Source: an optimization exercise on an open RTL-to-GDS flow (aim: small area). Production flows keep margins and buffers that such runs may drop.
In this exercise RTL edits were held to simulation tests only and were not proved equivalent to the original.

==> 04-08: inputs <==
Design sobel_window_reader, start of the top module:
module sobel_window_reader
#(
  parameter int IMG_W = 128,
  parameter int IMG_H = 128,
  parameter int PIX_W = sobel_pkg::PIX_W_DEF
) (
  input  logic                 clk,
  input  logic                 rst,
  input  logic                 pix_valid_i,
  input  logic [7:0]           pix_i,
  output logic [71:0]          win_o,
  output logic                 win_valid_o,
  output logic                 frame_done_o,
  output logic [6:0]           row_o,
  output logic [6:0]           col_o
);
  localparam int CW = (IMG_W > 1) ? $clog2(IMG_W) : 1;
  localparam int RW = (IMG_H > 1) ? $clog2(IMG_H) : 1;
  logic             en;
  logic [PIX_W-1:0] tap_q [9];
  logic [PIX_W-1:0] tap_d [9];
  logic [PIX_W-1:0] a_out;
  logic [PIX_W-1:0] b_out;
  logic [CW-1:0]    col_q;
  logic [RW-1:0]    row_q;
  logic             acc_q;
  logic [CW:0]      col_carry;
  logic [RW:0]      row_carry;
  assign en = pix_valid_i;
  line_delay #(.DEPTH(IMG_W - 3), .PIX_W(PIX_W)) u_delay_a (
    .clk    (clk),
    .rst    (rst),
    .en_i   (en),
    .din_i  (tap_q[sobel_pkg::TAP_BL]),
    .dout_o (a_out)
  );
  line_delay #(.DEPTH(IMG_W - 3), .PIX_W(PIX_W)) u_delay_b (
    .clk    (clk),
    .rst    (rst),
    .en_i   (en),
    .din_i  (tap_q[sobel_pkg::TAP_ML]),
    .dout_o (b_out)
  );
  always_comb begin
    tap_d[sobel_pkg::TAP_TL] = tap_q[sobel_pkg::TAP_TM];
    tap_d[sobel_pkg::TAP_TM] = tap_q[sobel_pkg::TAP_TR];
    tap_d[sobel_pkg::TAP_TR] = b_out;
    tap_d[sobel_pkg::TAP_ML] = tap_q[sobel_pkg::TAP_MM];
    tap_d[sobel_pkg::TAP_MM] = tap_q[sobel_pkg::TAP_MR];
    tap_d[sobel_pkg::TAP_MR] = a_out;
    tap_d[sobel_pkg::TAP_BL] = tap_q[sobel_pkg::TAP_BM];
    tap_d[sobel_pkg::TAP_BM] = tap_q[sobel_pkg::TAP_BR];
    tap_d[sobel_pkg::TAP_BR] = pix_i;
  end
  always_ff @(posedge clk) begin
    for (int i = 0; i < 9; i++) begin
      tap_q[i] <= en ? tap_d[i] : (tap_q[i] & {PIX_W{!rst}});
    end
  end
  always_comb begin
    col_carry[0] = en;
    for (int i = 1; i <= CW; i++) begin
  ...
==> module sobel_window_reader, before the edit <==
module sobel_window_reader
#(
  parameter int IMG_W = 128,
  parameter int IMG_H = 128,
  parameter int PIX_W = sobel_pkg::PIX_W_DEF
) (
  input  logic                 clk,
  input  logic                 rst,
  input  logic                 pix_valid_i,
  input  logic [7:0]           pix_i,
  output logic [71:0]          win_o,
  output logic                 win_valid_o,
  output logic                 frame_done_o,
  output logic [6:0]           row_o,
  output logic [6:0]           col_o
);
  localparam int CW = (IMG_W > 1) ? $clog2(IMG_W) : 1;
  localparam int RW = (IMG_H > 1) ? $clog2(IMG_H) : 1;
  logic             en;
  logic [PIX_W-1:0] tap_q [9];
  logic [PIX_W-1:0] tap_d [9];
  logic [PIX_W-1:0] a_out;
  logic [PIX_W-1:0] b_out;
  logic [CW-1:0]    col_q;
  logic [RW-1:0]    row_q;
  logic             acc_q;
  logic [CW:0]      col_carry;
  logic [RW:0]      row_carry;
  assign en = pix_valid_i;
  line_delay #(.DEPTH(IMG_W - 3), .PIX_W(PIX_W)) u_delay_a (
    .clk    (clk),
    .rst    (rst),
    .en_i   (en),
    .din_i  (tap_q[sobel_pkg::TAP_BL]),
    .dout_o (a_out)
  );
  line_delay #(.DEPTH(IMG_W - 3), .PIX_W(PIX_W)) u_delay_b (
    .clk    (clk),
    .rst    (rst),
    .en_i   (en),
    .din_i  (tap_q[sobel_pkg::TAP_ML]),
    .dout_o (b_out)
  );
  always_comb begin
    tap_d[sobel_pkg::TAP_TL] = tap_q[sobel_pkg::TAP_TM];
    tap_d[sobel_pkg::TAP_TM] = tap_q[sobel_pkg::TAP_TR];
    tap_d[sobel_pkg::TAP_TR] = b_out;
    tap_d[sobel_pkg::TAP_ML] = tap_q[sobel_pkg::TAP_MM];
    tap_d[sobel_pkg::TAP_MM] = tap_q[sobel_pkg::TAP_MR];
    tap_d[sobel_pkg::TAP_MR] = a_out;
    tap_d[sobel_pkg::TAP_BL] = tap_q[sobel_pkg::TAP_BM];
    tap_d[sobel_pkg::TAP_BM] = tap_q[sobel_pkg::TAP_BR];
    tap_d[sobel_pkg::TAP_BR] = pix_i;
  end
  always_ff @(posedge clk) begin
    for (int i = 0; i < 9; i++) begin
      tap_q[i] <= en ? tap_d[i] : (tap_q[i] & {PIX_W{!rst}});
    end
  end
  always_comb begin
    col_carry[0] = en;
    for (int i = 1; i <= CW; i++) begin
      col_carry[i] = col_carry[i-1] && col_q[i-1];
    end
    row_carry[0] = en && (col_q == CW'(IMG_W - 2));
    for (int i = 1; i <= RW; i++) begin
      row_carry[i] = row_carry[i-1] && row_q[i-1];
    end
  end
  always_ff @(posedge clk) begin
    if (rst) begin
      col_q <= CW'(IMG_W - 2);
      row_q <= RW'(IMG_H - 2);
      acc_q <= 1'b0;
    end else begin
      acc_q <= en;
      col_q <= col_q ^ col_carry[CW-1:0];
      row_q <= row_q ^ row_carry[RW-1:0];
    end
  end
  assign win_valid_o  = acc_q && (col_q != '0) && (col_q != CW'(IMG_W - 1))
                              && (row_q != '0) && (row_q != RW'(IMG_H - 1));
  assign frame_done_o = acc_q && (col_q == CW'(IMG_W - 2)) && (row_q == RW'(IMG_H - 2));
  assign row_o        = row_q;
  assign col_o        = col_q;
  assign win_o        = {tap_q[sobel_pkg::TAP_TL], tap_q[sobel_pkg::TAP_TM], tap_q[sobel_pkg::TAP_TR],
                         tap_q[sobel_pkg::TAP_ML], tap_q[sobel_pkg::TAP_MM], tap_q[sobel_pkg::TAP_MR],
                         tap_q[sobel_pkg::TAP_BL], tap_q[sobel_pkg::TAP_BM], tap_q[sobel_pkg::TAP_BR]};
endmodule
Settings: LEC_CHECK=0, CAP_MARGIN=20, CORE_MARGIN=2, CORE_UTILIZATION=85, PLACE_DENSITY=0.9, SLEW_MARGIN=20; clock period 5.0 ns.
standard.sh (not shown) runs the stock make flow with config.mk's settings and CLKGATE_MAP_FILE= SYNTH_SCRIPT=/design/flow/synth_recipe.tcl, a recipe that flattens the netlist after the stock synthesis.
==> flow/flow/run.sh <==
#!/bin/bash
# The standard ORFS layout with three changes to how it is built:
#  - port buffers are buf_1 (the default pick is a 10 um2 delay buffer),
#  - CTS inserts no dummy loads,
#  - CTS uses clkbuf_4 buffers, sinks in clusters of at most 11 within 40 um.
# Everything else (synthesis, floorplan, power grid, tap cells, timing repair) is standard.sh.
set -euo pipefail
bash standard.sh \
  "BUFFER_PORTS_ARGS=-buffer_cell sky130_fd_sc_hd__buf_1" \
  "CTS_ARGS=-sink_clustering_enable -repair_clock_nets -dont_use_dummy_load -sink_clustering_size 11 -sink_clustering_max_diameter 40 -buf_list sky130_fd_sc_hd__clkbuf_4" \
  finish > flow_make.log 2>&1
==> 01-07: changes against 04-08 <==
--- a/flow/design.v
+++ b/flow/design.v
@@ -65,4 +65,2 @@
   logic             acc_q;
-  logic [CW:0]      col_carry;
-  logic [RW:0]      row_carry;
   assign en = pix_valid_i;
@@ -98,12 +96,2 @@
   end
-  always_comb begin
-    col_carry[0] = en;
-    for (int i = 1; i <= CW; i++) begin
-      col_carry[i] = col_carry[i-1] && col_q[i-1];
-    end
-    row_carry[0] = en && (col_q == CW'(IMG_W - 2));
-    for (int i = 1; i <= RW; i++) begin
-      row_carry[i] = row_carry[i-1] && row_q[i-1];
-    end
-  end
   always_ff @(posedge clk) begin
@@ -115,4 +103,8 @@
       acc_q <= en;
-      col_q <= col_q ^ col_carry[CW-1:0];
-      row_q <= row_q ^ row_carry[RW-1:0];
+      if (en) begin
+        col_q <= col_q + CW'(1);
+        if (col_q == CW'(IMG_W - 2)) begin
+          row_q <= row_q + RW'(1);
+        end
+      end
     end
==> flow/flow/run.sh (replaced) <==
#!/bin/bash
# The standard ORFS layout with three changes to how it is built:
#  - port buffers are buf_1 (the default pick is a 10 um2 delay buffer),
#  - CTS inserts no dummy loads,
#  - CTS uses clkbuf_8 sinks in clusters of at most 20 within 60 um.
# Everything else (synthesis, floorplan, power grid, tap cells, timing repair) is standard.sh.
set -euo pipefail
bash standard.sh \
  "BUFFER_PORTS_ARGS=-buffer_cell sky130_fd_sc_hd__buf_1" \
  "CTS_ARGS=-sink_clustering_enable -repair_clock_nets -dont_use_dummy_load -sink_clustering_size 20 -sink_clustering_max_diameter 60 -buf_list sky130_fd_sc_hd__clkbuf_8" \
  finish > flow_make.log 2>&1
--- a/flow/config.mk
+++ b/flow/config.mk
@@ -9,4 +9,6 @@
 export CORE_MARGIN = 2
-export CORE_UTILIZATION = 85
-export PLACE_DENSITY = 0.9
+export CORE_UTILIZATION = 70
+export CTS_BUF_LIST = sky130_fd_sc_hd__clkbuf_8
+export CTS_CLUSTER_DIAMETER = 60
+export CTS_CLUSTER_SIZE = 20
 export SLEW_MARGIN = 20
==> 02-19: changes against 04-08 <==
--- a/flow/design.v
+++ b/flow/design.v
@@ -65,4 +65,2 @@
   logic             acc_q;
-  logic [CW:0]      col_carry;
-  logic [RW:0]      row_carry;
   assign en = pix_valid_i;
@@ -98,12 +96,2 @@
   end
-  always_comb begin
-    col_carry[0] = en;
-    for (int i = 1; i <= CW; i++) begin
-      col_carry[i] = col_carry[i-1] && col_q[i-1];
-    end
-    row_carry[0] = en && (col_q == CW'(IMG_W - 2));
-    for (int i = 1; i <= RW; i++) begin
-      row_carry[i] = row_carry[i-1] && row_q[i-1];
-    end
-  end
   always_ff @(posedge clk) begin
@@ -115,4 +103,8 @@
       acc_q <= en;
-      col_q <= col_q ^ col_carry[CW-1:0];
-      row_q <= row_q ^ row_carry[RW-1:0];
+      if (en) begin
+        col_q <= col_q + CW'(1);
+        if (col_q == CW'(IMG_W - 2)) begin
+          row_q <= row_q + RW'(1);
+        end
+      end
     end
==> flow/flow/run.sh (replaced) <==
#!/bin/bash
# The standard ORFS layout with three changes to how it is built:
#  - port buffers are buf_1 (the default pick is a 10 um2 delay buffer),
#  - CTS inserts no dummy loads,
#  - CTS uses clkbuf_4 buffers, sinks in clusters of at most 12 within 40 um.
# Everything else (synthesis, floorplan, power grid, tap cells, timing repair) is standard.sh.
set -euo pipefail
bash standard.sh \
  "BUFFER_PORTS_ARGS=-buffer_cell sky130_fd_sc_hd__buf_1" \
  "CTS_ARGS=-sink_clustering_enable -repair_clock_nets -dont_use_dummy_load -sink_clustering_size 12 -sink_clustering_max_diameter 40 -buf_list sky130_fd_sc_hd__clkbuf_4" \
  finish > flow_make.log 2>&1
--- a/flow/config.mk
+++ b/flow/config.mk
@@ -9,4 +9,3 @@
 export CORE_MARGIN = 2
-export CORE_UTILIZATION = 85
-export PLACE_DENSITY = 0.9
+export CORE_UTILIZATION = 75
 export SLEW_MARGIN = 20
==> run summary <==
01-07 produced a clean layout. 04-08 finished with timing, DRC and antenna clean. 02-19 finished clean.
In synthesized area, 01-07 and 02-19 do not differ.
Sequential share of layout area: 01-07 < 02-19 < 04-08.
Between 04-08 and 01-07, the lower final cell count is in 04-08 (gap 2.9%, measured against 01-07).
The lowest first-iteration DRC count belongs to 02-19, the highest to 04-08.
In 02-19 the worst setup slack is worse than in 01-07, by 0.31 ns.
The lowest design area belongs to 04-08, the highest to 01-07.

-- separate check: timing with driven ports --
No port has a modelled driver above. Below, the same layouts with a new extraction and two added sets of constraints.
Step 1 assumes that a clkbuf_16 drives the clock port and a buf_2 every other input.
Step 2 adds t to the input delays and takes it off the output delays; t is the mean of the earliest and latest rising clock arrival at the registers after step 1. Input paths then give back, and output paths get back, about the clock's delay inside the block.
Slacks: no drivers / after step 1 / after step 2; pairs: no drivers / after step 1.
run | t, ns | slack for setup (ns) | slew at the worst register clock pin (ns)
04-08 | 1.118 | 1.500 / 1.431 / 1.397 | 0.12 / 0.12
01-07 | 0.842 | 1.599 / 1.538 / 1.905 | 0.12 / 0.12
02-19 | 1.119 | 1.290 / 1.226 / 1.703 | 0.12 / 0.12
After both steps setup and hold are still met in every run listed. For 04-08, which loses most, drivers alone change the setup slack by -0.069 ns; drivers and shift together by -0.103 ns.
